Background: an optimization exercise with open tools, aiming at small area, a short achievable clock period and few clock cycles. Do not read the settings as production practice. Function was checked by simulation only, so behaviour that the tests miss may differ from the original.

## config.mk

```make
export PLATFORM = sky130hd
export DESIGN_NAME = battery_monitor_charge_detect
export DESIGN_NICKNAME = battery_monitor_charge_detect
export VERILOG_FILES = /design/flow/design.v
export SDC_FILE = /design/flow/constraint.sdc
export NUM_CORES = 4
export LEC_CHECK = 0
export CAP_MARGIN = 20
export CORE_MARGIN = 2
export CORE_UTILIZATION = 60
export PLACE_DENSITY = 0.75
export SLEW_MARGIN = 20
```

## constraint.sdc

```tcl
create_clock -name core_clock -period 11.0 [get_ports {clk}]
set_input_delay 2.2000 -clock core_clock [delete_from_list [all_inputs] [get_ports {clk}]]
set_output_delay 2.2000 -clock core_clock [all_outputs]
set_load 0.01 [all_outputs]
```

## design.v

```verilog
package bmcd_pkg;
    localparam int VOLT_W = 13;
    localparam int PCT_W = 7;
    localparam int TIME_W = 32;
    localparam int READ_W = 12;
    localparam int CAL_W = 16;
    localparam int RUN_W = 8;
    localparam int TMO_W = 16;
    localparam int ACT_W = 3;
    localparam int CFG_IDX_W = 3;
    localparam int CFG_DATA_W = 32;
    localparam int NUM_W = 21;
    localparam int DEN_W = 14;
    localparam logic [TIME_W-1:0] TREND_AGE_MS = 32'd90000;
    localparam logic [VOLT_W:0] TREND_RISE_MV = 14'd30;
    localparam logic [VOLT_W:0] TREND_FALL_MV = 14'd90;
    localparam logic [VOLT_W-1:0] TREND_HIGH_MV = 13'd4000;
    localparam logic [VOLT_W:0] SPIKE_MV = 14'd500;
    localparam logic [VOLT_W:0] PLUG_MV = 14'd250;
    localparam logic [VOLT_W:0] UNPLUG_MV = 14'd200;
    localparam logic [VOLT_W-1:0] CRITICAL_MV = 13'd3000;
    localparam logic [TIME_W-1:0] MS_PER_MIN = 32'd60000;
    localparam logic [PCT_W-1:0] PCT_FULL = 7'd100;
    localparam logic [RUN_W-1:0] RUN_MAX = 8'd255;
endpackage
module bmcd_tcmp #(
    parameter int W = 32
) (
    input  logic [W-1:0] n,
    input  logic [W-1:0] x,
    input  logic [W-1:0] k,
    output logic         ge
);
    logic [W-1:0] xb, kb, s, c;
    logic [W+1:0] t;
    always_comb
    begin
        xb = ~x;
        kb = ~k;
        s = n ^ xb ^ kb;
        c = (n & xb) | (n & kb) | (xb & kb);
        t = {2'b00, s} + {1'b0, c, 1'b1} + (W+2)'(1);
        ge = (n >= x) ? t[W+1] : (t[W+1] | t[W]);
    end
endmodule
module bmcd_csa #(
    parameter int W = 8
) (
    input  logic [W-1:0] a,
    input  logic [W-1:0] b,
    input  logic [W-1:0] c,
    output logic [W-1:0] s,
    output logic [W-1:0] cy
);
    logic [W-1:0] m;
    assign s = a ^ b ^ c;
    assign m = (a & b) | (a & c) | (b & c);
    assign cy = {m[W-2:0], 1'b0};
endmodule
module battery_monitor_charge_detect #(
    parameter int HISTORY_DEPTH = 5
) (
    input  logic                              clk,
    input  logic                              rst_n,
    input  logic                              cfg_wr_en,
    input  logic [bmcd_pkg::CFG_IDX_W-1:0]    cfg_index,
    input  logic [bmcd_pkg::CFG_DATA_W-1:0]   cfg_data,
    input  logic                              in_valid,
    output logic                              in_ready,
    input  logic [2:0]                        in_action,
    input  logic [31:0]                       in_now_ms,
    input  logic [11:0]                       in_reading_mv,
    output logic                              out_valid,
    input  logic                              out_ready,
    output logic [12:0]                       out_voltage_mv,
    output logic [6:0]                        out_percent,
    output logic                              out_charging,
    output logic                              out_shutdown_request,
    output logic                              out_sleep_request
);
    localparam int HD = HISTORY_DEPTH;
    logic [12:0] full_r, empty_r;
    logic [15:0] cal_r;
    logic [31:0] hi_r, cd_r, grace_r;
    logic [7:0]  confirm_r;
    logic [15:0] tmo_r;
    always_ff @(posedge clk or negedge rst_n)
    begin
        if (!rst_n)
        begin
            full_r <= 13'd4200;
            empty_r <= 13'd3300;
            cal_r <= 16'd16384;
            hi_r <= 32'd30000;
            cd_r <= 32'd5000;
            grace_r <= 32'd60000;
            confirm_r <= 8'd3;
            tmo_r <= '0;
        end
        else if (cfg_wr_en)
        begin
            case (cfg_index)
                3'd0: full_r <= cfg_data[12:0];
                3'd1: empty_r <= cfg_data[12:0];
                3'd2: cal_r <= cfg_data[15:0];
                3'd3: hi_r <= cfg_data;
                3'd4: cd_r <= cfg_data;
                3'd5: grace_r <= cfg_data;
                3'd6: confirm_r <= cfg_data[7:0];
                default: tmo_r <= cfg_data[15:0];
            endcase
        end
    end
    logic [22:0] tmo125_r;
    logic [26:0] tmo1875_r;
    logic [31:0] limit;
    logic        tmo_nz_r;
    logic [12:0] span_r;
    logic [13:0] den;
    logic [15:0] den3_r;
    logic [21:0] e200_r, k2_r, k2m_r;
    always_ff @(posedge clk)
    begin
        tmo125_r <= {tmo_r, 7'b0} - {5'b0, tmo_r, 2'b0} + 23'(tmo_r);
        tmo1875_r <= {tmo125_r, 4'b0} - 27'(tmo125_r);
        tmo_nz_r <= (tmo_r != '0);
        span_r <= full_r - empty_r;
        den3_r <= 16'({span_r, 1'b0}) + 16'({span_r, 2'b0});
        e200_r <= 22'(empty_r) * 22'd200;
        k2_r <= 22'(span_r) - e200_r;
        k2m_r <= k2_r - {2'b0, den, 6'b0};
    end
    assign limit = {tmo1875_r, 5'b0};
    assign den = {span_r, 1'b0};
    logic s_v, o_v;
    logic rdy_r;
    logic adv;
    assign adv = !s_v;
    assign in_ready = rdy_r;
    logic        c_v;
    logic [2:0]  c_act;
    logic [31:0] c_now;
    logic [11:0] c_rd;
    always_ff @(posedge clk or negedge rst_n)
    begin
        if (!rst_n)
            c_v <= 1'b0;
        else if (adv)
            c_v <= in_valid;
    end
    always_ff @(posedge clk)
    begin
        if (adv)
        begin
            c_act <= in_action;
            c_now <= in_now_ms;
            c_rd <= in_reading_mv;
        end
    end
    logic        p_v, p_upd, p_qry, p_ref, p_act, p_ini;
    logic [31:0] p_now;
    logic [31:0] p_dn;
    logic [27:0] p_s, p_c;
    logic [27:0] pp [12];
    logic [27:0] wa [8];
    logic [27:0] wb [4];
    logic [27:0] wc [4];
    logic [27:0] wd [2];
    logic [27:0] we_s, we_c;
    always_comb
    begin
        for (int i = 0; i < 12; i++)
            pp[i] = c_rd[i] ? (28'(cal_r) << i) : '0;
    end
    bmcd_csa #(.W(28)) u_wa0 (.a(pp[0]), .b(pp[1]), .c(pp[2]), .s(wa[0]), .cy(wa[1]));
    bmcd_csa #(.W(28)) u_wa1 (.a(pp[3]), .b(pp[4]), .c(pp[5]), .s(wa[2]), .cy(wa[3]));
    bmcd_csa #(.W(28)) u_wa2 (.a(pp[6]), .b(pp[7]), .c(pp[8]), .s(wa[4]), .cy(wa[5]));
    bmcd_csa #(.W(28)) u_wa3 (.a(pp[9]), .b(pp[10]), .c(pp[11]), .s(wa[6]), .cy(wa[7]));
    bmcd_csa #(.W(28)) u_wb0 (.a(wa[0]), .b(wa[1]), .c(wa[2]), .s(wb[0]), .cy(wb[1]));
    bmcd_csa #(.W(28)) u_wb1 (.a(wa[3]), .b(wa[4]), .c(wa[5]), .s(wb[2]), .cy(wb[3]));
    bmcd_csa #(.W(28)) u_wc0 (.a(wb[0]), .b(wb[1]), .c(wb[2]), .s(wc[0]), .cy(wc[1]));
    bmcd_csa #(.W(28)) u_wc1 (.a(wb[3]), .b(wa[6]), .c(wa[7]), .s(wc[2]), .cy(wc[3]));
    bmcd_csa #(.W(28)) u_wd0 (.a(wc[0]), .b(wc[1]), .c(wc[2]), .s(wd[0]), .cy(wd[1]));
    bmcd_csa #(.W(28)) u_we0 (.a(wd[0]), .b(wd[1]), .c(wc[3]), .s(we_s), .cy(we_c));
    always_ff @(posedge clk or negedge rst_n)
    begin
        if (!rst_n)
        begin
            p_v <= 1'b0;
            p_upd <= 1'b0;
            p_qry <= 1'b0;
            p_ref <= 1'b0;
            p_act <= 1'b0;
            p_ini <= 1'b0;
        end
        else if (adv)
        begin
            p_v <= c_v;
            p_upd <= c_v && c_act == 3'd0;
            p_qry <= c_v && c_act == 3'd1;
            p_ref <= c_v && c_act == 3'd2;
            p_act <= c_v && c_act == 3'd3;
            p_ini <= c_v && c_act == 3'd4;
        end
    end
    always_ff @(posedge clk)
    begin
        if (adv)
        begin
            p_now <= c_now;
            p_dn <= c_now - p_now;
            p_s <= we_s;
            p_c <= we_c;
        end
    end
    logic [12:0] cv_r;
    logic        chg_r;
    logic [31:0] rt_r, pt_r, at_r;
    logic [31:0] seen_r;
    logic        seen_v;
    logic [HD-1:0] slot_r;
    logic [12:0] hv_r [HD];
    logic [31:0] ht_r [HD];
    logic [HD-1:0] hvld_r;
    logic [12:0] ov_r;
    logic [7:0]  run_r;
    logic l_meas, l_pt, l_push, l_init, l_seen, l_at;
    logic        m_v, m_upd, m_qry, m_ref, m_act, m_ini;
    logic [31:0] m_now;
    logic [12:0] m_c;
    logic m_stale_a, m_stale_b, m_pd_a, m_pd_b;
    logic m_age_a, m_age_b, m_age_c;
    logic m_g_a, m_g_b, m_g_self;
    logic m_sl_a, m_sl_b;
    logic [29:0] pa, pb, pnf;
    logic [29:0] s2, c2;
    logic [29:0] ptot, rsum;
    logic [15:0] raw;
    logic        clamp;
    logic [12:0] clamp_v;
    assign pa = 30'(p_s);
    assign pb = 30'(p_c);
    assign pnf = {4'b1111, ~full_r, 1'b1, 12'b0};
    bmcd_csa #(.W(30)) u_csa2 (.a(pa), .b(pb), .c(pnf), .s(s2), .cy(c2));
    always_comb
    begin
        ptot = s2 + c2;
        clamp = !ptot[29];
        rsum = pa + pb + 30'd4096;
        raw = rsum[28:13];
        clamp_v = clamp ? full_r : raw[12:0];
    end
    logic [HD-1:0] slot1, slot2;
    logic [31:0] ta, tb;
    logic va, vb;
    logic ge_rt, ge_pt, ge_ta, ge_tb, ge_seen, ge_at;
    always_comb
    begin
        slot1 = {slot_r[HD-2:0], slot_r[HD-1]};
        slot2 = {slot1[HD-2:0], slot1[HD-1]};
        ta = '0;
        tb = '0;
        for (int k = 0; k < HD; k++)
        begin
            ta = ta | (ht_r[k] & {32{slot1[k]}});
            tb = tb | (ht_r[k] & {32{slot2[k]}});
        end
        va = |(hvld_r & slot1);
        vb = |(hvld_r & slot2);
    end
    bmcd_tcmp u_t_rt   (.n(p_now), .x(rt_r),   .k(cd_r),    .ge(ge_rt));
    bmcd_tcmp u_t_pt   (.n(p_now), .x(pt_r),   .k(hi_r),    .ge(ge_pt));
    bmcd_tcmp u_t_ta   (.n(p_now), .x(ta),     .k(bmcd_pkg::TREND_AGE_MS), .ge(ge_ta));
    bmcd_tcmp u_t_tb   (.n(p_now), .x(tb),     .k(bmcd_pkg::TREND_AGE_MS), .ge(ge_tb));
    bmcd_tcmp u_t_seen (.n(p_now), .x(seen_r), .k(grace_r), .ge(ge_seen));
    bmcd_tcmp u_t_at   (.n(p_now), .x(at_r),   .k(limit),   .ge(ge_at));
    always_ff @(posedge clk or negedge rst_n)
    begin
        if (!rst_n)
        begin
            m_v <= 1'b0;
            m_upd <= 1'b0;
            m_qry <= 1'b0;
            m_ref <= 1'b0;
            m_act <= 1'b0;
            m_ini <= 1'b0;
        end
        else if (adv)
        begin
            m_v <= p_v;
            m_upd <= p_upd;
            m_qry <= p_qry;
            m_ref <= p_ref;
            m_act <= p_act;
            m_ini <= p_ini;
        end
    end
    always_ff @(posedge clk)
    begin
        if (adv)
        begin
            m_now <= p_now;
            m_c <= clamp_v;
            m_stale_a <= ge_rt;
            m_stale_b <= p_dn >= cd_r;
            m_pd_a <= ge_pt;
            m_pd_b <= p_dn >= hi_r;
            m_age_a <= va && (ta != '0) && ge_ta;
            m_age_b <= vb && (tb != '0) && ge_tb;
            m_age_c <= (m_now != '0) && (p_dn >= bmcd_pkg::TREND_AGE_MS);
            m_g_a <= seen_v && (seen_r != '0) && !ge_seen;
            m_g_b <= (m_now != '0) && (p_dn < grace_r);
            m_g_self <= (p_now != '0) && (grace_r != '0);
            m_sl_a <= tmo_nz_r && ge_at;
            m_sl_b <= tmo_nz_r && (p_dn >= limit);
        end
    end
    logic stale, pd, age, gr, sl, meas;
    logic cv_nz;
    logic signed [13:0] dc, dco, dvo;
    logic spike, plug, unplug, take;
    logic [12:0] cv_new;
    logic chg1, seen1;
    logic [HD-1:0] oslot, oslot2;
    logic [12:0] ov_next;
    logic rise, fall, do_trend, chg2, seen_set, grace_ok, low;
    logic [7:0] run_inc, run_n;
    logic inc_ge, shut, sleep, push;
    always_comb
    begin
        stale = l_meas ? m_stale_b : m_stale_a;
        pd = l_pt ? m_pd_b : m_pd_a;
        age = l_push ? m_age_b : (l_init ? m_age_c : m_age_a);
        gr = l_seen ? m_g_b : m_g_a;
        sl = l_at ? m_sl_b : m_sl_a;
        meas = m_ref || m_ini || ((m_upd || m_qry) && stale);
        dc = {1'b0, m_c} - {1'b0, cv_r};
        dco = {1'b0, m_c} - {1'b0, ov_r};
        dvo = {1'b0, cv_r} - {1'b0, ov_r};
        cv_nz = (cv_r != '0);
        spike = cv_nz && ((dc > 14'sd500) || (dc < -14'sd500));
        plug = cv_nz && (dc > 14'sd250);
        unplug = cv_nz && (dc < -14'sd200);
        take = meas && !spike;
        cv_new = take ? m_c : cv_r;
        if (!meas)
            chg1 = chg_r;
        else if (take && plug)
            chg1 = 1'b1;
        else if (take && unplug)
            chg1 = 1'b0;
        else
            chg1 = m_ref ? 1'b0 : chg_r;
        seen1 = take && plug;
        if (take)
        begin
            rise = dco > 14'sd30;
            fall = (m_c < bmcd_pkg::TREND_HIGH_MV) && (dco < -14'sd90);
            low = (m_c <= bmcd_pkg::CRITICAL_MV);
        end
        else
        begin
            rise = dvo > 14'sd30;
            fall = (cv_r < bmcd_pkg::TREND_HIGH_MV) && (dvo < -14'sd90);
            low = (cv_r <= bmcd_pkg::CRITICAL_MV);
        end
        push = m_upd && pd;
        do_trend = push && age;
        if (do_trend && rise)
            chg2 = 1'b1;
        else if (do_trend && fall)
            chg2 = 1'b0;
        else
            chg2 = chg1;
        seen_set = seen1 || (do_trend && rise);
        grace_ok = seen_set ? m_g_self : gr;
        run_inc = (run_r != bmcd_pkg::RUN_MAX) ? run_r + 8'd1 : run_r;
        inc_ge = (run_inc >= confirm_r);
        shut = m_upd && !grace_ok && low && !chg2 && inc_ge;
        if (!m_upd)
            run_n = run_r;
        else if (!grace_ok && low && !chg2)
            run_n = run_inc;
        else
            run_n = '0;
        sleep = m_upd && !shut && !chg2 && sl;
        oslot = {slot_r[HD-2:0], slot_r[HD-1]};
        oslot2 = {oslot[HD-2:0], oslot[HD-1]};
        ov_next = '0;
        for (int k = 0; k < HD; k++)
            ov_next = ov_next | (hv_r[k] & {13{oslot2[k]}});
    end
    logic r_v, r_shut, r_sleep, r_meas;
    always_ff @(posedge clk or negedge rst_n)
    begin
        if (!rst_n)
        begin
            cv_r <= '0;
            chg_r <= 1'b0;
            rt_r <= '0;
            pt_r <= '0;
            at_r <= '0;
            seen_v <= 1'b0;
            slot_r <= HD'(1);
            hvld_r <= '0;
            run_r <= '0;
            l_meas <= 1'b0;
            l_pt <= 1'b0;
            l_push <= 1'b0;
            l_init <= 1'b0;
            l_seen <= 1'b0;
            l_at <= 1'b0;
            r_v <= 1'b0;
        end
        else if (adv)
        begin
            cv_r <= cv_new;
            chg_r <= chg2;
            if (meas)
                rt_r <= m_now;
            if (push || m_ini)
                pt_r <= m_now;
            if (m_act || m_ini)
                at_r <= m_now;
            if (seen_set)
                seen_v <= 1'b1;
            if (m_ini)
                hvld_r <= '1;
            else if (push)
                hvld_r <= hvld_r | slot_r;
            if (push)
                slot_r <= oslot;
            run_r <= run_n;
            l_meas <= meas;
            l_pt <= push || m_ini;
            l_push <= push;
            l_init <= m_ini;
            l_seen <= seen_set;
            l_at <= m_act || m_ini;
            r_v <= m_v;
        end
    end
    always_ff @(posedge clk)
    begin
        if (adv)
        begin
            for (int k = 0; k < HD; k++)
                if (m_ini || (push && slot_r[k]))
                begin
                    hv_r[k] <= cv_new;
                    ht_r[k] <= m_now;
                end
            if (m_ini)
                ov_r <= cv_new;
            else if (push)
                ov_r <= ov_next;
            if (seen_set)
                seen_r <= m_now;
            r_shut <= shut;
            r_sleep <= sleep;
            r_meas <= meas;
        end
    end
    logic [21:0] na, nb, nc;
    logic [21:0] ns1, nc1, ns2, nc2, ns3, nc3;
    logic [21:0] num, t6;
    logic        d_qc;
    logic [19:0] d_rc;
    assign na = {2'b0, cv_r, 7'b0};
    assign nb = {3'b0, cv_r, 6'b0};
    assign nc = {6'b0, cv_r, 3'b0};
    bmcd_csa #(.W(22)) u_nsa1 (.a(na), .b(nb), .c(nc), .s(ns1), .cy(nc1));
    bmcd_csa #(.W(22)) u_nsa2 (.a(ns1), .b(nc1), .c(k2_r), .s(ns2), .cy(nc2));
    bmcd_csa #(.W(22)) u_nsa3 (.a(ns1), .b(nc1), .c(k2m_r), .s(ns3), .cy(nc3));
    always_comb
    begin
        num = ns2 + nc2;
        t6 = ns3 + nc3;
        d_qc = !t6[21];
        d_rc = d_qc ? t6[19:0] : num[19:0];
    end
    logic        d_v, d_chg, d_shut, d_sleep, d_meas, d_full, d_zero;
    logic [12:0] d_cv;
    logic [19:0] d_rem;
    logic        d_q;
    logic [20:0] e1_r1, e1_r2, e1_r3;
    logic [17:0] e1_rc;
    logic [1:0]  e1_qc;
    logic [18:0] e2_r1, e2_r2, e2_r3;
    logic [15:0] e2_rc;
    logic [1:0]  e2_qc;
    logic [16:0] o_r1, o_r2, o_r3;
    logic [1:0]  o_qc;
    logic        e1_v, e1_chg, e1_shut, e1_sleep, e1_meas, e1_full, e1_zero;
    logic [12:0] e1_cv;
    logic [17:0] e1_rem;
    logic [6:4]  e1_q;
    logic        e2_v, e2_chg, e2_shut, e2_sleep, e2_meas, e2_full, e2_zero;
    logic [12:0] e2_cv;
    logic [15:0] e2_rem;
    logic [6:2]  e2_q;
    always_comb
    begin
        e1_r1 = {1'b0, d_rem} - {3'b0, den, 4'b0};
        e1_r2 = {1'b0, d_rem} - {2'b0, den, 5'b0};
        e1_r3 = {1'b0, d_rem} - {1'b0, den3_r, 4'b0};
        if (!e1_r3[20])
        begin
            e1_qc = 2'd3;
            e1_rc = e1_r3[17:0];
        end
        else if (!e1_r2[20])
        begin
            e1_qc = 2'd2;
            e1_rc = e1_r2[17:0];
        end
        else if (!e1_r1[20])
        begin
            e1_qc = 2'd1;
            e1_rc = e1_r1[17:0];
        end
        else
        begin
            e1_qc = 2'd0;
            e1_rc = d_rem[17:0];
        end
        e2_r1 = {1'b0, e1_rem} - {3'b0, den, 2'b0};
        e2_r2 = {1'b0, e1_rem} - {2'b0, den, 3'b0};
        e2_r3 = {1'b0, e1_rem} - {1'b0, den3_r, 2'b0};
        if (!e2_r3[18])
        begin
            e2_qc = 2'd3;
            e2_rc = e2_r3[15:0];
        end
        else if (!e2_r2[18])
        begin
            e2_qc = 2'd2;
            e2_rc = e2_r2[15:0];
        end
        else if (!e2_r1[18])
        begin
            e2_qc = 2'd1;
            e2_rc = e2_r1[15:0];
        end
        else
        begin
            e2_qc = 2'd0;
            e2_rc = e1_rem[15:0];
        end
        o_r1 = {1'b0, e2_rem} - {3'b0, den};
        o_r2 = {1'b0, e2_rem} - {2'b0, den, 1'b0};
        o_r3 = {1'b0, e2_rem} - {1'b0, den3_r};
        if (!o_r3[16])
            o_qc = 2'd3;
        else if (!o_r2[16])
            o_qc = 2'd2;
        else if (!o_r1[16])
            o_qc = 2'd1;
        else
            o_qc = 2'd0;
    end
    always_ff @(posedge clk or negedge rst_n)
    begin
        if (!rst_n)
        begin
            d_v <= 1'b0;
            e1_v <= 1'b0;
            e2_v <= 1'b0;
        end
        else if (adv)
        begin
            d_v <= r_v;
            e1_v <= d_v;
            e2_v <= e1_v;
        end
    end
    always_ff @(posedge clk)
    begin
        if (adv)
        begin
            d_cv <= cv_r;
            d_chg <= chg_r;
            d_shut <= r_shut;
            d_sleep <= r_sleep;
            d_meas <= r_meas;
            d_full <= (cv_r >= full_r);
            d_zero <= (cv_r <= empty_r);
            d_rem <= d_rc;
            d_q <= d_qc;
            e1_cv <= d_cv;
            e1_chg <= d_chg;
            e1_shut <= d_shut;
            e1_sleep <= d_sleep;
            e1_meas <= d_meas;
            e1_full <= d_full;
            e1_zero <= d_zero;
            e1_rem <= e1_rc;
            e1_q <= {d_q, e1_qc};
            e2_cv <= e1_cv;
            e2_chg <= e1_chg;
            e2_shut <= e1_shut;
            e2_sleep <= e1_sleep;
            e2_meas <= e1_meas;
            e2_full <= e1_full;
            e2_zero <= e1_zero;
            e2_rem <= e2_rc;
            e2_q <= {e1_q, e2_qc};
        end
    end
    logic [6:0]  pct_calc, pct_res, pct_r;
    always_comb
    begin
        if (e2_full)
            pct_calc = bmcd_pkg::PCT_FULL;
        else if (e2_zero)
            pct_calc = '0;
        else
            pct_calc = {e2_q, o_qc};
        pct_res = e2_meas ? pct_calc : pct_r;
    end
    logic [22:0] res, o_d, s_d;
    assign res = {e2_cv, pct_res, e2_chg, e2_shut, e2_sleep};
    always_ff @(posedge clk or negedge rst_n)
    begin
        if (!rst_n)
        begin
            pct_r <= '0;
            o_v <= 1'b0;
            s_v <= 1'b0;
            rdy_r <= 1'b1;
        end
        else
        begin
            if (adv && e2_v && e2_meas)
                pct_r <= pct_calc;
            if (adv)
            begin
                if (o_v && !out_ready)
                begin
                    s_v <= e2_v;
                    rdy_r <= !e2_v;
                end
                else
                begin
                    o_v <= e2_v;
                end
            end
            else if (out_ready)
            begin
                s_v <= 1'b0;
                rdy_r <= 1'b1;
            end
        end
    end
    always_ff @(posedge clk)
    begin
        if (adv)
        begin
            if (o_v && !out_ready)
                s_d <= res;
            else
                o_d <= res;
        end
        else if (out_ready)
        begin
            o_d <= s_d;
        end
    end
    assign out_valid = o_v;
    assign {out_voltage_mv, out_percent, out_charging, out_shutdown_request, out_sleep_request} = o_d;
endmodule
```

## flow/run.sh

```bash
#!/bin/bash
set -euo pipefail
cd "$(dirname "$0")/.."
bash standard.sh SETUP_SLACK_MARGIN=7 finish > standard.log 2>&1
```

## standard.sh

```bash
#!/bin/bash
# synth_recipe.tcl (not shown) runs the flow's synth.tcl, then flattens the netlist and writes it again
# the make line also repeats each setting of config.mk as NAME=value (left out here)
make -C /OpenROAD-flow-scripts/flow DESIGN_CONFIG=/design/flow/config.mk WORK_HOME=/design/flow/orfs CLKGATE_MAP_FILE= SYNTH_SCRIPT=/design/flow/synth_recipe.tcl "${@:-finish}"
```

==> results of run 1 <==
==> cell type report <==
| cell class | instances | area, um^2 |
|---|---|---|
| tap | 1662 | 2079 |
| inverter | 949 | 3591 |
| fill | 9456 | 41080 |
| multi-input combinational | 4871 | 42930 |
| timing repair buffer | 275 | 2684 |
| clock inverter | 71 | 975.9 |
| clock buffer | 160 | 3420 |
| antenna | 3 | 7.507 |
| sequential | 1111 | 30430 |
==> synthesized netlist by cell type, drive strengths merged (23+ instances only) <==
| cell type | instances | area, um^2 |
|---|---|---|
| or3 | 28 | 181.4 |
| a22oi | 68 | 510.5 |
| and3 | 33 | 206.5 |
| a21boi | 55 | 412.9 |
| a31oi | 38 | 237.7 |
| a222oi | 79 | 790.8 |
| o21ai | 398 | 2018 |
| a21oi | 317 | 1587 |
| nand2b | 60 | 375.4 |
| mux2i | 23 | 242.7 |
| dfrtp | 290 | 7257 |
| fa | 353 | 7067 |
| or2 | 23 | 143.9 |
| nor2b | 90 | 570.5 |
| dfstp | 34 | 893.4 |
| nor2 | 290 | 1089 |
| edfxtp | 648 | 19460 |
| inv | 947 | 3555 |
| ha | 1045 | 13080 |
| nor3 | 83 | 415.4 |
| and2 | 170 | 1066 |
| dfxtp | 139 | 2783 |
| a211oi | 32 | 245.2 |
| a21o | 240 | 1802 |
| o21bai | 34 | 255.2 |
| xnor2 | 138 | 1216 |
| nand4 | 89 | 556.8 |
| nand2 | 454 | 1704 |
| nand3 | 62 | 310.3 |
| a22o | 23 | 201.4 |
| mux2 | 193 | 2173 |
| nor4 | 57 | 356.6 |
| o21a | 65 | 488.0 |
| clkbuf | 121 | 454.2 |
| o211ai | 24 | 180.2 |
| xor2 | 83 | 727.0 |
| buf | 28 | 118.9 |
==> metrics by stage <==
stage / hold WS, ns / worst slack [ns]
3_3_place_gp: 0.3452 / 6.437
2_1_floorplan: 0.3257 / 7.016
3_5_place_dp: 0.3433 / 6.369
6_report: 0.3626 / 6.837
5_1_grt: 0.3812 / 6.727
4_1_cts: 0.3643 / 6.935
==> worst paths after layout <==
| check | cells past startpoint | start | slack [ns] | endpoint |
|---|---|---|---|---|
| worst max-delay path | 16 | cv_r[0] | 6.84 | d_rem[11] |
| worst min-delay path | 0 | k2_r[2] | 0.36 | k2m_r[2] |
| worst max register to register | 16 | cv_r[0] | 6.84 | d_rem[11] |
| worst min register to register | 0 | k2_r[2] | 0.36 | k2m_r[2] |
| max in group asynchronous | 3 | rst_n | 7.31 | slot_r[2] |
| min in group asynchronous | 1 | rst_n | 1.35 | hi_r[20] |
==> cells by family (layout without fill, tap and decap cells) <==
family | after synthesis | count (layout) | share of synthesized area, %
AO/OA/AOI/OAI | 1534 | 1536 | 13.32
XOR/XNOR | 221 | 221 | 2.532
adder cells (fa/ha/maj) | 1400 | 1400 | 26.27
buffers and inverters | 1098 | 1455 | 5.388
flip-flops | 1111 | 1111 | 39.60
multiplexers | 216 | 216 | 3.148
other | 0 | 3 | 0
AND/OR/NAND/NOR | 1495 | 1498 | 9.738
==> layer usage <==
metal	global-route usage, %	vias to the layer above	part of all wire (%)
met5	0	-	0.016
met4	11.28	4	3.4
met3	5.839	416	8.9
met2	51.74	2366	45
met1	45.59	27640	42
li1	-	25640	-
==> worst max-delay path, cell delays in order (launching register included) <==
cell	delay, ns
sky130_fd_sc_hd__dfrtp_2	0.46
sky130_fd_sc_hd__fa_1	0.56
sky130_fd_sc_hd__inv_2	0.05
sky130_fd_sc_hd__fa_1	0.51
sky130_fd_sc_hd__inv_2	0.05
sky130_fd_sc_hd__ha_4	0.28
sky130_fd_sc_hd__inv_4	0.04
sky130_fd_sc_hd__o21bai_4	0.16
sky130_fd_sc_hd__a2111oi_4	0.09
sky130_fd_sc_hd__o31a_1	0.37
sky130_fd_sc_hd__a211o_1	0.33
sky130_fd_sc_hd__a31oi_4	0.21
sky130_fd_sc_hd__xor2_4	0.26
sky130_fd_sc_hd__buf_4	0.17
sky130_fd_sc_hd__buf_6	0.10
sky130_fd_sc_hd__buf_6	0.12
sky130_fd_sc_hd__o21ai_0	0.11
==> sequential cells by signal, indices dropped and copies added (netlist names), 23 cells and up <==
name       count
ht_r         160
hv_r          65
at_r          32
c_now         32
cd_r          32
grace_r       32
hi_r          32
m_now         32
p_dn          32
p_now         32
pt_r          32
rt_r          32
seen_r        32
tmo1875_r     27
o_d           23
s_d           23
tmo125_r      23
==> what timing repair did <==
| item | 4_1_cts | 5_1_grt |
|---|---|---|
| gates cloned | 9 | 3 |
| pin swaps | 30 | 43 |
| buffers inserted | 51 | 47 |
| gates resized for setup | 92 | 113 |
| setup endpoints to repair | 196 | 170 |
==> qor_table.md, run 1 <==
| Step | Quantity | Value |
|:---|:---|:---|
| synthesis | Count of flip-flops with a built-in enable after synthesis | 648 |
| synthesis | Part of the Yosys area used for sequential elements | 39.60% |
| synthesis | Post-synthesis register bit count | 1,111 |
| detailed routing | Number of iterations in the first detailed-routing pass | 9 |
| clocking | H-tree levels | 3 |
| sta | Fin. Hold Viols | 0 |
| placed design | GP Congestion | 0.9552 |
| synthesis | Ys async rst share | 29.16% |
| die | Top Ports | 112 |
| synthesis | Mapped Area | 76,740 um^2 |
| clocking | Clock slew at reported path FFs | 0.06 ns |
| setup path | Startpoint kind of the worst setup timing path | register |
| grt | Global-route wire length before repair | 328.0 mm |
| die | Height of the chip | 361.6 um |
| cells and area | Layout net count | 8,814 |
| grt | Gr ovfl total | 0 |
| clocking | Maximum number of buffers from clock root to sink | 3 |
| die | Die outline area | 130,800 um^2 |
| sta | Total negative slack for setup checks | 0 ns |
| die | Number of cell rows | 131 |
| cells and area | Area added between synthesis and finish | 12.21% |
| sta | Unrepaired setup endpoints after global routing | yes |
| placed design | Detailed-placement wirelength estimate | 157.9 mm |
| detailed routing | Vias per cell | 6.160 |
| clocking | Number of sinks handled by clock tree synthesis | 1,111 |
| cells and area | Share of cells above drive strength 1 | 10.68% |
| worst hold path | Kind of path behind the tightest hold check | reg2reg |
| setup path | Highest net fanout along the worst path | 6 |
| sta | Slew headroom | 25.48% |
| sta | Final number of max-transition violations | 0 |
| detailed routing | Vias | 56,070 |
| synthesis | Syn Area/Cell | 10.85 um^2 |
| clocking | Cts hold-fix bufs | 0 |
| placed design | Number of buffers added on ports | 111 |
| placed design | Placed Area | 79,910 um^2 |
| synthesis | Number of nets produced by synthesis | 8,560 |
| sta | Crit share post-route | 37.84% |
| synthesis | Synth unique cells | 104 |
| sta | Final setup violating endpoints | 0 |
| sta | Pin slew with the least headroom to its limit | 1.118 ns |
| job | Max-Cap Viols | 0 |
| clocking | TritonCTS clock tree | done |
| detailed routing | Post-route antenna net violation count | 0 |
| placed design | Number of placed cells counting well taps | 8,758 |
| die | Placeable Area | 127,200 um^2 |
| cells and area | Count of non-filler cells in the finished layout | 9,102 |
| cells and area | Post-layout util | 67.70% |
| detailed routing | DRT iter0 DRCs | 5,714 |
| setup path | Setup crit end kind | register |
| clocking | Number of buffers created by CTS | 121 |
| cells and area | Commonest non-fill, non-tap cell in the layout | sky130_fd_sc_hd__ha_1 |
| setup path | Required time at the endpoint of the critical path | 11.48 ns |
| sta | Maximum clock rate | 240.2 MHz |
| setup path | Arrival time at the worst endpoint | 4.64 ns |
| die | Die Span X | 361.6 um |
| detailed routing | Remaining design rule violation count | 0 |
| setup path | Critical Setup Path Class | reg2reg |
| cells and area | Leading cell types in the layout, fill and taps excluded | sky130_fd_sc_hd__ha_1, sky130_fd_sc_hd__inv_1, sky130_fd_sc_hd__edfxtp_1 |
| grt | Antenna violations before repair | 4 |
| synthesis | Synthesized instance count | 7,075 |
| cells and area | Total non-filler cell area in the finished layout | 86,110 um^2 |
| grt | Global routing usage summed across all routing layers | 32.71% |
| grt | Maximum number of pins on one net before global-route repair | 86 |
| sta | Worst-case clock skew | 0.07379 ns |
| die | Effective utilization at floorplan | 60.34% |
| synthesis | Warnings, synthesis | 12 |
| outcome | Run status | complete, no violations |
| synthesis | Most frequently used flop master after synthesis | sky130_fd_sc_hd__edfxtp_1 |
| grt | Via count of the first global-routing pass | 55,770 |
| clocking | Root Buffer | sky130_fd_sc_hd__clkbuf_16 |
| clocking | Clock insertion delay at the later pin of the skew report | 0.79 ns |
| detailed routing | Wire length after detailed routing | 214.8 mm |
| sta | Crit path time final | 4.163 ns |
| detailed routing | Routed len/inst | 23.60 um |
Testbench counts, summed over its fixed seeds: cycles 2,464.
==> run 2: changes to the inputs <==
--- a/design.v
+++ b/design.v
@@ -119,5 +119,5 @@
     logic [13:0] den;
     logic [15:0] den3_r;
-    logic [21:0] e200_r, k2_r, k2m_r;
+    logic [21:0] k2_r, k2m_r;
     always_ff @(posedge clk)
     begin
@@ -127,7 +127,8 @@
         span_r <= full_r - empty_r;
         den3_r <= 16'({span_r, 1'b0}) + 16'({span_r, 2'b0});
-        e200_r <= 22'(empty_r) * 22'd200;
-        k2_r <= 22'(span_r) - e200_r;
-        k2m_r <= k2_r - {2'b0, den, 6'b0};
+        k2_r <= 22'(full_r) - {2'b0, empty_r, 7'b0} - {3'b0, empty_r, 6'b0}
+                - {6'b0, empty_r, 3'b0} - 22'(empty_r);
+        k2m_r <= 22'(full_r) - {2'b0, full_r, 7'b0} - {3'b0, empty_r, 6'b0}
+                 - {6'b0, empty_r, 3'b0} - 22'(empty_r);
     end
     assign limit = {tmo1875_r, 5'b0};
==> run.sh (new file) <==
#!/bin/bash
# synth_recipe.tcl (not shown) runs the flow's synth.tcl, then flattens the netlist and writes it again
# the make line also repeats each setting of config.mk as NAME=value (left out here)
make -C /OpenROAD-flow-scripts/flow DESIGN_CONFIG=/design/flow/config.mk WORK_HOME=/design/flow/orfs CLKGATE_MAP_FILE= SYNTH_SCRIPT=/design/flow/synth_recipe.tcl finish
--- a/config.mk
+++ b/config.mk
@@ -10,3 +10,4 @@
 export CORE_UTILIZATION = 60
 export PLACE_DENSITY = 0.75
+export SETUP_SLACK_MARGIN = 5
 export SLEW_MARGIN = 20
removed: flow/run.sh
removed: standard.sh
==> qor_table.md, run 2 <==
| Step | Quantity | Value |
|:---|:---|:---|
| outcome | Run status | complete, no violations |
| synthesis | Area fraction in and, or, nand and nor cells after synthesis | 9.847% |
| synthesis | Mapped Area | 77,080 um^2 |
| setup path | FF-to-FF path depth | 14 |
| synthesis | Count of flip-flops with a built-in enable after synthesis | 648 |
| synthesis | Fraction of the mapped netlist area in compound gates | 11.96% |
| setup path | Crit-path cells | inv_1, ha_1, nor2b_1, o2111ai_1, a311o_1, a21boi_0, o21ai_0, a21boi_0, o41ai_1, o31ai_1, a21oi_1, o2111ai_1, a21oi_1, xnor2_1 |
| sta | Crit share post-route | 47.48% |
| sta | Worst-case clock skew | 0.03890 ns |
| detailed routing | Number of iterations in the first detailed-routing pass | 9 |
| die | Effective utilization at floorplan | 60.44% |
| grt | Most utilized layer in the global route result | met2 |
| sta | Unrepaired setup endpoints after global routing | no |
| job | Max-Cap Viols | 0 |
| clocking | Number of buffers created by CTS | 115 |
| placed design | Number of buffers added on ports | 111 |
| synthesis | Number of nets produced by synthesis | 8,566 |
| sta | Fin. Hold Viols | 0 |
| die | Number of cell rows | 131 |
| synthesis | Cell with the most instances after synthesis | sky130_fd_sc_hd__ha_1 |
| synthesis | Synth unique cells | 100 |
| sta | Minimum setup slack in the final design | 5.777 ns |
| clocking | Cts hold-fix bufs | 0 |
| setup path | Required time at the endpoint of the critical path | 11.50 ns |
| setup path | Number of cells on the critical path | 14 |
| grt | Global routing usage summed across all routing layers | 31.66% |
| setup path | Highest net fanout along the worst path | 13 |
| die | Placeable Area | 127,500 um^2 |
| clocking | Clock slew at reported path FFs | 0.07 ns |
| setup path | Startpoint kind of the worst setup timing path | register |
| setup path | Slowest library cell on the worst path | sky130_fd_sc_hd__edfxtp_1 |
| die | Die Span X | 362.4 um |
| sta | Worst hold margin | 0.4106 ns |
| detailed routing | Post-route antenna net violation count | 0 |
| setup path | Arrival time at the worst endpoint | 5.72 ns |
| grt | Via count of the first global-routing pass | 55,480 |
| grt | Antenna violations before repair | 12 |
| worst hold path | Hold-critical path depth | 0 |
| clocking | TritonCTS clock tree | done |
| detailed routing | Vias per cell | 6.119 |
| sta | Pin slew with the least headroom to its limit | 1.115 ns |
| clocking | Buffer count from post-CTS setup fixing | 0 |
| synthesis | Post-synth top cells | sky130_fd_sc_hd__ha_1, sky130_fd_sc_hd__inv_1, sky130_fd_sc_hd__edfxtp_1 |
| cells and area | Flip-flop count of the largest register, all copies and words added | 160 |
| synthesis | Most frequently used flop master after synthesis | sky130_fd_sc_hd__edfxtp_1 |
| grt | Met3 Track Usage GR | 4.975% |
| clocking | Root Buffer | sky130_fd_sc_hd__clkbuf_16 |
| worst hold path | Kind of path behind the tightest hold check | reg2reg |
| sta | Slew headroom | 23.77% |
| clocking | H-tree levels | 3 |
| cells and area | Commonest non-fill, non-tap cell in the layout | sky130_fd_sc_hd__ha_1 |
| detailed routing | Remaining design rule violation count | 0 |
| die | Top Ports | 112 |
| synthesis | Syn Area/Cell | 10.95 um^2 |
| placed design | GP Congestion | 0.9850 |
| synthesis | Dominant cells by area after synthesis | sky130_fd_sc_hd__edfxtp_1, sky130_fd_sc_hd__ha_1, sky130_fd_sc_hd__fa_1 |
| clocking | Clock insertion delay at the later pin of the skew report | 0.76 ns |
| placed design | Post-placement worst setup slack | 5.980 ns |
| grt | Met1 Usage GRT | 42.79% |
| clocking | Number of sinks handled by clock tree synthesis | 1,091 |
| grt | Maximum number of pins on one net before global-route repair | 86 |
| synthesis | Part of the Yosys area used for sequential elements | 38.91% |
| die | Die outline area | 131,300 um^2 |
| setup path | Setup crit end kind | register |
| synthesis | Post-synthesis register bit count | 1,091 |
| cells and area | Share of cells above drive strength 1 | 8.073% |
| cells and area | Registers with the highest flip-flop counts | ht_r (160), hv_r (65) |
| cells and area | Layout net count | 8,718 |
| detailed routing | Wire length after detailed routing | 205.7 mm |
| cells and area | Leading cell types in the layout, fill and taps excluded | sky130_fd_sc_hd__ha_1, sky130_fd_sc_hd__inv_1, sky130_fd_sc_hd__edfxtp_1 |
| setup path | Slowest stage delay, CP | 1.00 ns |
| cells and area | Fill cell total of the finished layout | 9,703 |
| placed design | Detailed-placement wirelength estimate | 157.2 mm |
| detailed routing | DRT iter0 DRCs | 5,389 |
| sta | Crit path time final | 5.223 ns |
| cells and area | Area added between synthesis and finish | 9.307% |
| detailed routing | Vias | 54,840 |
| die | Height of the chip | 362.4 um |
| setup path | Critical Setup Path Class | reg2reg |
| synthesis | Post-synthesis share of cell area spent on full adders, half adders and majority gates | 27.19% |
| detailed routing | Routed len/inst | 22.95 um |
| sta | Total negative slack for setup checks | 0 ns |
| setup path | Crit path buf inv count | 1 |
| synthesis | Multiplexer share of the synthesized area | 3.941% |
| grt | Global-route wire length before repair | 319.1 mm |
| synthesis | Warnings, synthesis | 12 |
| grt | Gr ovfl total | 0 |
| cells and area | Register ranked first by flip-flop count | ht_r |
| setup path | Cell type group with the largest total delay on the critical path | compound AO/OA/AOI/OAI gates |
| synthesis | Synthesized instance count | 7,042 |
| sta | Final setup violating endpoints | 0 |
| sta | Final number of max-transition violations | 0 |
| clocking | Number of instances resized during post-cts repair | 0 |
| synthesis | Xor/xnor cell area share of the yosys netlist | 2.864% |
| synthesis | Main combinational cell family by area after synthesis | adder cells |
| synthesis | Ys async rst share | 29.70% |
| synthesis | Post-synthesis cell type with the largest combined area | sky130_fd_sc_hd__edfxtp_1 |
| clocking | Maximum number of buffers from clock root to sink | 3 |
| synthesis | Area share of the largest cell type after synthesis | 25.25% |
| sta | Maximum clock rate | 191.5 MHz |
| grt | Routing usage on met2 | 51.62% |
==> run 2: changes by cell type in the layout (fill, tap and decap cells not counted), sizes merged, moves of 30 or more <==
cell / delta
buf: -90
nand2b: +30
fa: +37
nand2: -47
o21ai: -45
xnor2: +49
a21o: -42
a21oi: +30
mux2: +35
==> run 2: kinds of logic after synthesis <==
| logic type | after synthesis |
|---|---|
| buf+inv | 1083 |
| mux | 275 |
| flops | 1091 |
| xor+xnor | 252 |
| fa+ha+maj | 1442 |
| compound gates | 1403 |
| simple gates | 1496 |
==> run 2: path summary, 6_finish.rpt <==
path                            slack [ns]      from  endpoint
worst max register to register        5.78  p_now[1]  p_dn[31]
min in group asynchronous             1.42     rst_n   at_r[1]
worst min register to register        0.41   e1_zero   e2_zero
max in group asynchronous             8.09     rst_n       s_v
worst min-delay path                  0.41   e1_zero   e2_zero
worst max-delay path                  5.78  p_now[1]  p_dn[31]
==> run 2: worst reg2reg max path, delay by kind of cell, from the launching register on <==
kind                       cells  cell delay (ns)
DFF                            1             1.00
adders and majority gates      1             0.37
and+or+nand+nor                1             0.14
buffers and inverters          1             0.37
xor gates and xnor gates       1             0.08
AOI/OAI and AO/OA             10             3.01
==> run 2: stage by stage <==
step	std cells	area, um^2	util (%)
6_report	8962	84250	66.07
5_1_grt	8959	84240	66.06
4_1_cts	8957	84230	66.05
3_5_place_dp	8738	80340	63.00
3_3_place_gp	8738	80330	62.99
2_1_floorplan	7042	77080	-
==> run 2: area by class of cell <==
class / count / area (um^2) / area share [%]
multi-input combinational: 4868 / 43110 / 51.16
clock buffer: 147 / 3136 / 3.722
clock inverter: 72 / 755.7 / 0.8970
timing repair buffer: 180 / 1638 / 1.944
sequential: 1091 / 30000 / 35.61
tap: 1662 / 2079 / 2.468
inverter: 938 / 3528 / 4.188
antenna: 4 / 10.01 / 0.01188
==> run 2: routing by layer <==
layer / routed length, um / vias up / part of all wire [%]
li1: - / 25270 / -
met1: 85840 / 27060 / 42
met2: 95200 / 2066 / 46
met3: 16070 / 440 / 7.8
met4: 8586 / 0 / 4.2
met5: 0 / - / 0
Testbench counts of run 2, summed over its fixed seeds: cycles 2,464.
==> run 3: changes to the inputs <==
--- a/design.v
+++ b/design.v
@@ -119,5 +119,5 @@
     logic [13:0] den;
     logic [15:0] den3_r;
-    logic [21:0] k2_r, k2m_r;
+    logic [21:0] e200_r, k2_r, k2m_r;
     always_ff @(posedge clk)
     begin
@@ -127,8 +127,7 @@
         span_r <= full_r - empty_r;
         den3_r <= 16'({span_r, 1'b0}) + 16'({span_r, 2'b0});
-        k2_r <= 22'(full_r) - {2'b0, empty_r, 7'b0} - {3'b0, empty_r, 6'b0}
-                - {6'b0, empty_r, 3'b0} - 22'(empty_r);
-        k2m_r <= 22'(full_r) - {2'b0, full_r, 7'b0} - {3'b0, empty_r, 6'b0}
-                 - {6'b0, empty_r, 3'b0} - 22'(empty_r);
+        e200_r <= 22'(empty_r) * 22'd200;
+        k2_r <= 22'(span_r) - e200_r;
+        k2m_r <= k2_r - {2'b0, den, 6'b0};
     end
     assign limit = {tmo1875_r, 5'b0};
@@ -216,4 +215,5 @@
     end
     logic [12:0] cv_r;
+    logic [20:0] cv200_r;    
     logic        chg_r;
     logic [31:0] rt_r, pt_r, at_r;
@@ -225,4 +225,6 @@
     logic [HD-1:0] hvld_r;
     logic [12:0] ov_r;
+    logic [31:0] ot1_r, ot2_r;
+    logic        ov1_r, ov2_r;
     logic [7:0]  run_r;
     logic l_meas, l_pt, l_push, l_init, l_seen, l_at;
@@ -252,5 +254,4 @@
         clamp_v = clamp ? full_r : raw[12:0];
     end
-    logic [HD-1:0] slot1, slot2;
     logic [31:0] ta, tb;
     logic va, vb;
@@ -258,15 +259,8 @@
     always_comb
     begin
-        slot1 = {slot_r[HD-2:0], slot_r[HD-1]};
-        slot2 = {slot1[HD-2:0], slot1[HD-1]};
-        ta = '0;
-        tb = '0;
-        for (int k = 0; k < HD; k++)
-        begin
-            ta = ta | (ht_r[k] & {32{slot1[k]}});
-            tb = tb | (ht_r[k] & {32{slot2[k]}});
-        end
-        va = |(hvld_r & slot1);
-        vb = |(hvld_r & slot2);
+        ta = ot1_r;
+        tb = ot2_r;
+        va = ov1_r;
+        vb = ov2_r;
     end
     bmcd_tcmp u_t_rt   (.n(p_now), .x(rt_r),   .k(cd_r),    .ge(ge_rt));
@@ -322,7 +316,11 @@
     logic spike, plug, unplug, take;
     logic [12:0] cv_new;
+    logic [20:0] c200, cv200_new;
     logic chg1, seen1;
     logic [HD-1:0] oslot, oslot2;
     logic [12:0] ov_next;
+    logic [HD-1:0] oslot3;
+    logic [31:0] ot1_next, ot2_next;
+    logic ov1_next, ov2_next;
     logic rise, fall, do_trend, chg2, seen_set, grace_ok, low;
     logic [7:0] run_inc, run_n;
@@ -345,4 +343,6 @@
         take = meas && !spike;
         cv_new = take ? m_c : cv_r;
+        c200 = {1'b0, m_c, 7'b0} + {2'b0, m_c, 6'b0} + {5'b0, m_c, 3'b0};
+        cv200_new = take ? c200 : cv200_r;
         if (!meas)
             chg1 = chg_r;
@@ -388,7 +388,16 @@
         oslot = {slot_r[HD-2:0], slot_r[HD-1]};
         oslot2 = {oslot[HD-2:0], oslot[HD-1]};
+        oslot3 = {oslot2[HD-2:0], oslot2[HD-1]};
         ov_next = '0;
+        ot1_next = '0;
+        ot2_next = '0;
         for (int k = 0; k < HD; k++)
+        begin
             ov_next = ov_next | (hv_r[k] & {13{oslot2[k]}});
+            ot1_next = ot1_next | (ht_r[k] & {32{oslot2[k]}});
+            ot2_next = ot2_next | (ht_r[k] & {32{oslot3[k]}});
+        end
+        ov1_next = |(hvld_r & oslot2);
+        ov2_next = |(hvld_r & oslot3);
     end
     logic r_v, r_shut, r_sleep, r_meas;
@@ -398,4 +407,5 @@
         begin
             cv_r <= '0;
+            cv200_r <= '0;
             chg_r <= 1'b0;
             rt_r <= '0;
@@ -405,4 +415,6 @@
             slot_r <= HD'(1);
             hvld_r <= '0;
+            ov1_r <= 1'b0;
+            ov2_r <= 1'b0;
             run_r <= '0;
             l_meas <= 1'b0;
@@ -417,4 +429,5 @@
         begin
             cv_r <= cv_new;
+            cv200_r <= cv200_new;
             chg_r <= chg2;
             if (meas)
@@ -427,7 +440,15 @@
                 seen_v <= 1'b1;
             if (m_ini)
+            begin
                 hvld_r <= '1;
+                ov1_r <= 1'b1;
+                ov2_r <= 1'b1;
+            end
             else if (push)
+            begin
                 hvld_r <= hvld_r | slot_r;
+                ov1_r <= ov1_next;
+                ov2_r <= ov2_next;
+            end
             if (push)
                 slot_r <= oslot;
@@ -453,7 +474,15 @@
                 end
             if (m_ini)
+            begin
                 ov_r <= cv_new;
+                ot1_r <= m_now;
+                ot2_r <= m_now;
+            end
             else if (push)
+            begin
                 ov_r <= ov_next;
+                ot1_r <= ot1_next;
+                ot2_r <= ot2_next;
+            end
             if (seen_set)
                 seen_r <= m_now;
@@ -463,19 +492,11 @@
         end
     end
-    logic [21:0] na, nb, nc;
-    logic [21:0] ns1, nc1, ns2, nc2, ns3, nc3;
     logic [21:0] num, t6;
     logic        d_qc;
     logic [19:0] d_rc;
-    assign na = {2'b0, cv_r, 7'b0};
-    assign nb = {3'b0, cv_r, 6'b0};
-    assign nc = {6'b0, cv_r, 3'b0};
-    bmcd_csa #(.W(22)) u_nsa1 (.a(na), .b(nb), .c(nc), .s(ns1), .cy(nc1));
-    bmcd_csa #(.W(22)) u_nsa2 (.a(ns1), .b(nc1), .c(k2_r), .s(ns2), .cy(nc2));
-    bmcd_csa #(.W(22)) u_nsa3 (.a(ns1), .b(nc1), .c(k2m_r), .s(ns3), .cy(nc3));
     always_comb
     begin
-        num = ns2 + nc2;
-        t6 = ns3 + nc3;
+        num = 22'(cv200_r) + k2_r;
+        t6 = 22'(cv200_r) + k2m_r;
         d_qc = !t6[21];
         d_rc = d_qc ? t6[19:0] : num[19:0];
==> flow/run.sh (new file) <==
#!/bin/bash
set -euo pipefail
cd "$(dirname "$0")/.."
bash standard.sh SETUP_SLACK_MARGIN=7 finish > standard.log 2>&1
==> standard.sh (new file) <==
#!/bin/bash
# synth_recipe.tcl (not shown) runs the flow's synth.tcl, then flattens the netlist and writes it again
# the make line also repeats each setting of config.mk as NAME=value (left out here)
make -C /OpenROAD-flow-scripts/flow DESIGN_CONFIG=/design/flow/config.mk WORK_HOME=/design/flow/orfs CLKGATE_MAP_FILE= SYNTH_SCRIPT=/design/flow/synth_recipe.tcl "${@:-finish}"
--- a/config.mk
+++ b/config.mk
@@ -10,4 +10,3 @@
 export CORE_UTILIZATION = 60
 export PLACE_DENSITY = 0.75
-export SETUP_SLACK_MARGIN = 5
 export SLEW_MARGIN = 20
removed: run.sh
==> qor_table.md, run 3 <==
| Step | Quantity | Value |
|:---|:---|:---|
| cells and area | Flip-flop count of the largest register, all copies and words added | 160 |
| die | Height of the chip | 368.9 um |
| sta | Maximum clock rate | 242.0 MHz |
| synthesis | Synthesized instance count | 7,297 |
| grt | Maximum number of pins on one net before global-route repair | 104 |
| synthesis | Syn Area/Cell | 10.95 um^2 |
| cells and area | Share of cells above drive strength 1 | 10.41% |
| clocking | Number of sinks handled by clock tree synthesis | 1,195 |
| synthesis | Post-synth top cells | sky130_fd_sc_hd__ha_1, sky130_fd_sc_hd__inv_1, sky130_fd_sc_hd__edfxtp_1 |
| clocking | Root Buffer | sky130_fd_sc_hd__clkbuf_16 |
| setup path | Startpoint kind of the worst setup timing path | register |
| synthesis | Number of nets produced by synthesis | 8,760 |
| sta | Fin. Hold Viols | 0 |
| synthesis | Area share of the largest cell type after synthesis | 26.76% |
| grt | Antenna violations before repair | 13 |
| detailed routing | Post-route antenna net violation count | 0 |
| grt | Global routing usage summed across all routing layers | 33.37% |
| setup path | Launching instance or port of the critical path | m_c[0] |
| synthesis | Post-synthesis register bit count | 1,195 |
| detailed routing | Routed len/inst | 24.02 um |
| cells and area | Registers with the highest flip-flop counts | ht_r (160), hv_r (65) |
| die | Effective utilization at floorplan | 60.61% |
| sta | Unrepaired setup endpoints after global routing | yes |
| setup path | Critical Setup Path Class | reg2reg |
| detailed routing | Vias | 57,930 |
| sta | Slew headroom | 26.21% |
| clocking | Maximum number of buffers from clock root to sink | 3 |
| cells and area | Commonest non-fill, non-tap cell in the layout | sky130_fd_sc_hd__ha_1 |
| synthesis | Cell with the most instances after synthesis | sky130_fd_sc_hd__ha_1 |
| detailed routing | Vias per cell | 6.151 |
| job | Max-Cap Viols | 0 |
| grt | Via count of the first global-routing pass | 58,050 |
| setup path | Highest net fanout along the worst path | 8 |
| worst hold path | Kind of path behind the tightest hold check | reg2reg |
| placed design | Detailed-placement wirelength estimate | 165.8 mm |
| detailed routing | DRT iter0 DRCs | 5,259 |
| die | Top Ports | 112 |
| synthesis | Count of flip-flops with a built-in enable after synthesis | 712 |
| clocking | Clock insertion delay at the later pin of the skew report | 0.81 ns |
| synthesis | Part of the Yosys area used for sequential elements | 41.08% |
| grt | Global-route wire length before repair | 344.8 mm |
| setup path | Reg-to-reg endpoint | seen_r[5] |
| setup path | Arrival time at the worst endpoint | 4.64 ns |
| grt | Gr ovfl total | 0 |
| die | Number of cell rows | 133 |
| cells and area | Layout net count | 9,007 |
| sta | Total negative slack for setup checks | 0 ns |
| setup path | Startpoint of the worst register-to-register path | m_c[0] |
| worst hold path | Origin of the worst min-delay path | k2_r[5] |
| die | Die outline area | 136,100 um^2 |
| detailed routing | Wire length after detailed routing | 226.2 mm |
| synthesis | Post-synthesis cell type with the largest combined area | sky130_fd_sc_hd__edfxtp_1 |
| setup path | Setup crit end kind | register |
| detailed routing | Remaining design rule violation count | 0 |
| detailed routing | Number of iterations in the first detailed-routing pass | 6 |
| sta | Worst-case clock skew | 0.03201 ns |
| clocking | Clock slew at reported path FFs | 0.06 ns |
| clocking | Number of buffers created by CTS | 134 |
| cells and area | Register ranked first by flip-flop count | ht_r |
| clocking | TritonCTS clock tree | done |
| sta | Crit path time final | 4.133 ns |
| clocking | H-tree levels | 4 |
| synthesis | Ys async rst share | 28.79% |
| die | Die Span X | 368.9 um |
| sta | Final setup violating endpoints | 0 |
| placed design | Number of buffers added on ports | 111 |
| placed design | GP Congestion | 0.9878 |
| synthesis | Dominant cells by area after synthesis | sky130_fd_sc_hd__edfxtp_1, sky130_fd_sc_hd__ha_1, sky130_fd_sc_hd__dfrtp_1 |
| synthesis | Warnings, synthesis | 12 |
| outcome | Run status | complete, no violations |
| sta | Crit share post-route | 37.57% |
| synthesis | Synth unique cells | 97 |
| synthesis | Most frequently used flop master after synthesis | sky130_fd_sc_hd__edfxtp_1 |
| cells and area | Area added between synthesis and finish | 11.63% |
| worst hold path | Hold-critical path depth | 0 |
| setup path | R2R Setup Slk | 6.87 ns |
| worst hold path | Sink of the worst hold path | k2m_r[5] |
| cells and area | Leading cell types in the layout, fill and taps excluded | sky130_fd_sc_hd__ha_1, sky130_fd_sc_hd__inv_1, sky130_fd_sc_hd__edfxtp_1 |
| setup path | Required time at the endpoint of the critical path | 11.51 ns |
| synthesis | Mapped Area | 79,890 um^2 |
| setup path | FF-to-FF path depth | 15 |
| sta | Pin slew with the least headroom to its limit | 1.107 ns |
| sta | Final number of max-transition violations | 0 |
| die | Placeable Area | 131,800 um^2 |
-- run 3: changes by cell type after synthesis, moves of 29 or more --
cell,delta
sky130_fd_sc_hd__a21boi_0,+29
sky130_fd_sc_hd__a222oi_1,-66
sky130_fd_sc_hd__a22oi_1,+74
sky130_fd_sc_hd__a31oi_1,+74
sky130_fd_sc_hd__edfxtp_1,+64
sky130_fd_sc_hd__fa_1,-60
sky130_fd_sc_hd__nand2_1,-46
sky130_fd_sc_hd__nor2_1,+34
sky130_fd_sc_hd__o21ai_0,+58
sky130_fd_sc_hd__xnor2_1,-40
-- run 3: worst max path at each step --
stage,to,slack [ns],cells past startpoint
after floorplan,seen_r[0],6.87,15
after global placement,seen_r[2],5.67,14
after detailed placement,seen_r[5],5.56,14
after CTS,r_sleep,6.94,16
after global routing,r_shut,6.75,15
final,seen_r[5],6.87,15
-- run 3: what timing repair did --
action                     4_1_cts  5_1_grt
hold buffers                     0        0
gates resized for setup         63       67
cloned                           2        1
setup endpoints to repair      268      324
pin swaps                       17       14
buffers inserted                46       56
-- run 3: worst max-delay path: stages (launching register included) --
cell and delay (ns):
sky130_fd_sc_hd__edfxtp_1 0.40, sky130_fd_sc_hd__inv_4 0.06, sky130_fd_sc_hd__ha_4 0.17, sky130_fd_sc_hd__fa_2 0.39
sky130_fd_sc_hd__nand2b_4 0.17, sky130_fd_sc_hd__a21oi_4 0.29, sky130_fd_sc_hd__nor4_4 0.07, sky130_fd_sc_hd__a2111oi_4 0.44
sky130_fd_sc_hd__nor4_2 0.07, sky130_fd_sc_hd__a21oi_1 0.17, sky130_fd_sc_hd__or4b_4 0.50, sky130_fd_sc_hd__a31o_4 0.28
sky130_fd_sc_hd__mux2i_4 0.20, sky130_fd_sc_hd__o21ba_4 0.27, sky130_fd_sc_hd__nor2_4 0.17, sky130_fd_sc_hd__buf_12 0.17
-- run 3: cells by family (layout without fill, tap and decap cells) --
logic type | after synthesis | in the layout | share of synthesized area, %
other cells | 0 | 6 | 0
flops | 1195 | 1195 | 41.08
fa+ha+maj | 1380 | 1380 | 24.70
xor+xnor | 232 | 232 | 2.543
simple gates | 1464 | 1466 | 9.317
compound gates | 1625 | 1626 | 13.23
buf+inv | 1124 | 1481 | 5.313
mux | 277 | 277 | 3.817
-- run 3: cell type report --
cell class	count	area [um^2]
Fill cell	9871	42620
Clock inverter	69	750.7
Inverter	958	3622
Sequential cell	1195	32840
Tap cell	1755	2196
Timing Repair Buffer	274	2494
Antenna cell	6	15.01
Multi-Input combinational cell	4981	43490
Clock buffer	180	3774
-- run 3: routing by layer --
metal	share of wire (%)	track usage, %	wire length (um)
met1	43	47.32	96140
met2	44	51.15	100300
met3	9.8	7.131	22080
met4	3.4	10.99	7594
met5	0.0057	0	13
-- run 3: per-stage QoR --
stage	hold WS, ns	area (um^2)	setup slack [ns]	instances	util [%]
2_1_floorplan	0.3257	79940	6.867	7297	-
3_3_place_gp	0.3348	83170	5.669	9057	63.10
3_5_place_dp	0.3471	83170	5.564	9057	63.10
4_1_cts	0.3536	88360	6.941	9354	67.05
5_1_grt	0.3602	89170	6.751	9417	67.66
6_report	0.3558	89180	6.867	9418	67.66
Testbench counts of run 3, summed over its fixed seeds: cycles 2,464.

-- re-timing with driven ports --
In the flow no input, the clock included, has a driving cell. The finished layouts below were timed again as built, in two steps. Step 1, drivers: a clkbuf_16 drives clk and a buf_2 each remaining input, both assumed. Step 2 moves the port delays by t, midway between the first and last clock arrival at a register: inputs arrive t later, outputs are due t later. That takes back most of the time a late clock gives input paths. a / b / c = no drivers / after step 1 / after step 2; a / b = the first two.
| run | t (ns) | setup slack, ns | hold WS [ns] | worst register clock-pin slew, ns |
|---|---|---|---|---|
| run 1 | 0.839 | 6.837 / 6.837 / 6.508 | 0.363 / 0.363 / 0.363 | 0.07 / 0.07 |
| run 2 | 0.817 | 5.777 / 5.777 / 5.777 | 0.411 / 0.411 / 0.411 | 0.07 / 0.07 |
| run 3 | 0.864 | 6.867 / 6.867 / 6.636 | 0.356 / 0.356 / 0.356 | 0.07 / 0.07 |
After both steps setup and hold are still met in every run listed. The setup slack of run 1, which loses most, moves by 0.000 ns with the drivers and by -0.329 ns with both steps. Setup slack includes reset recovery checks.
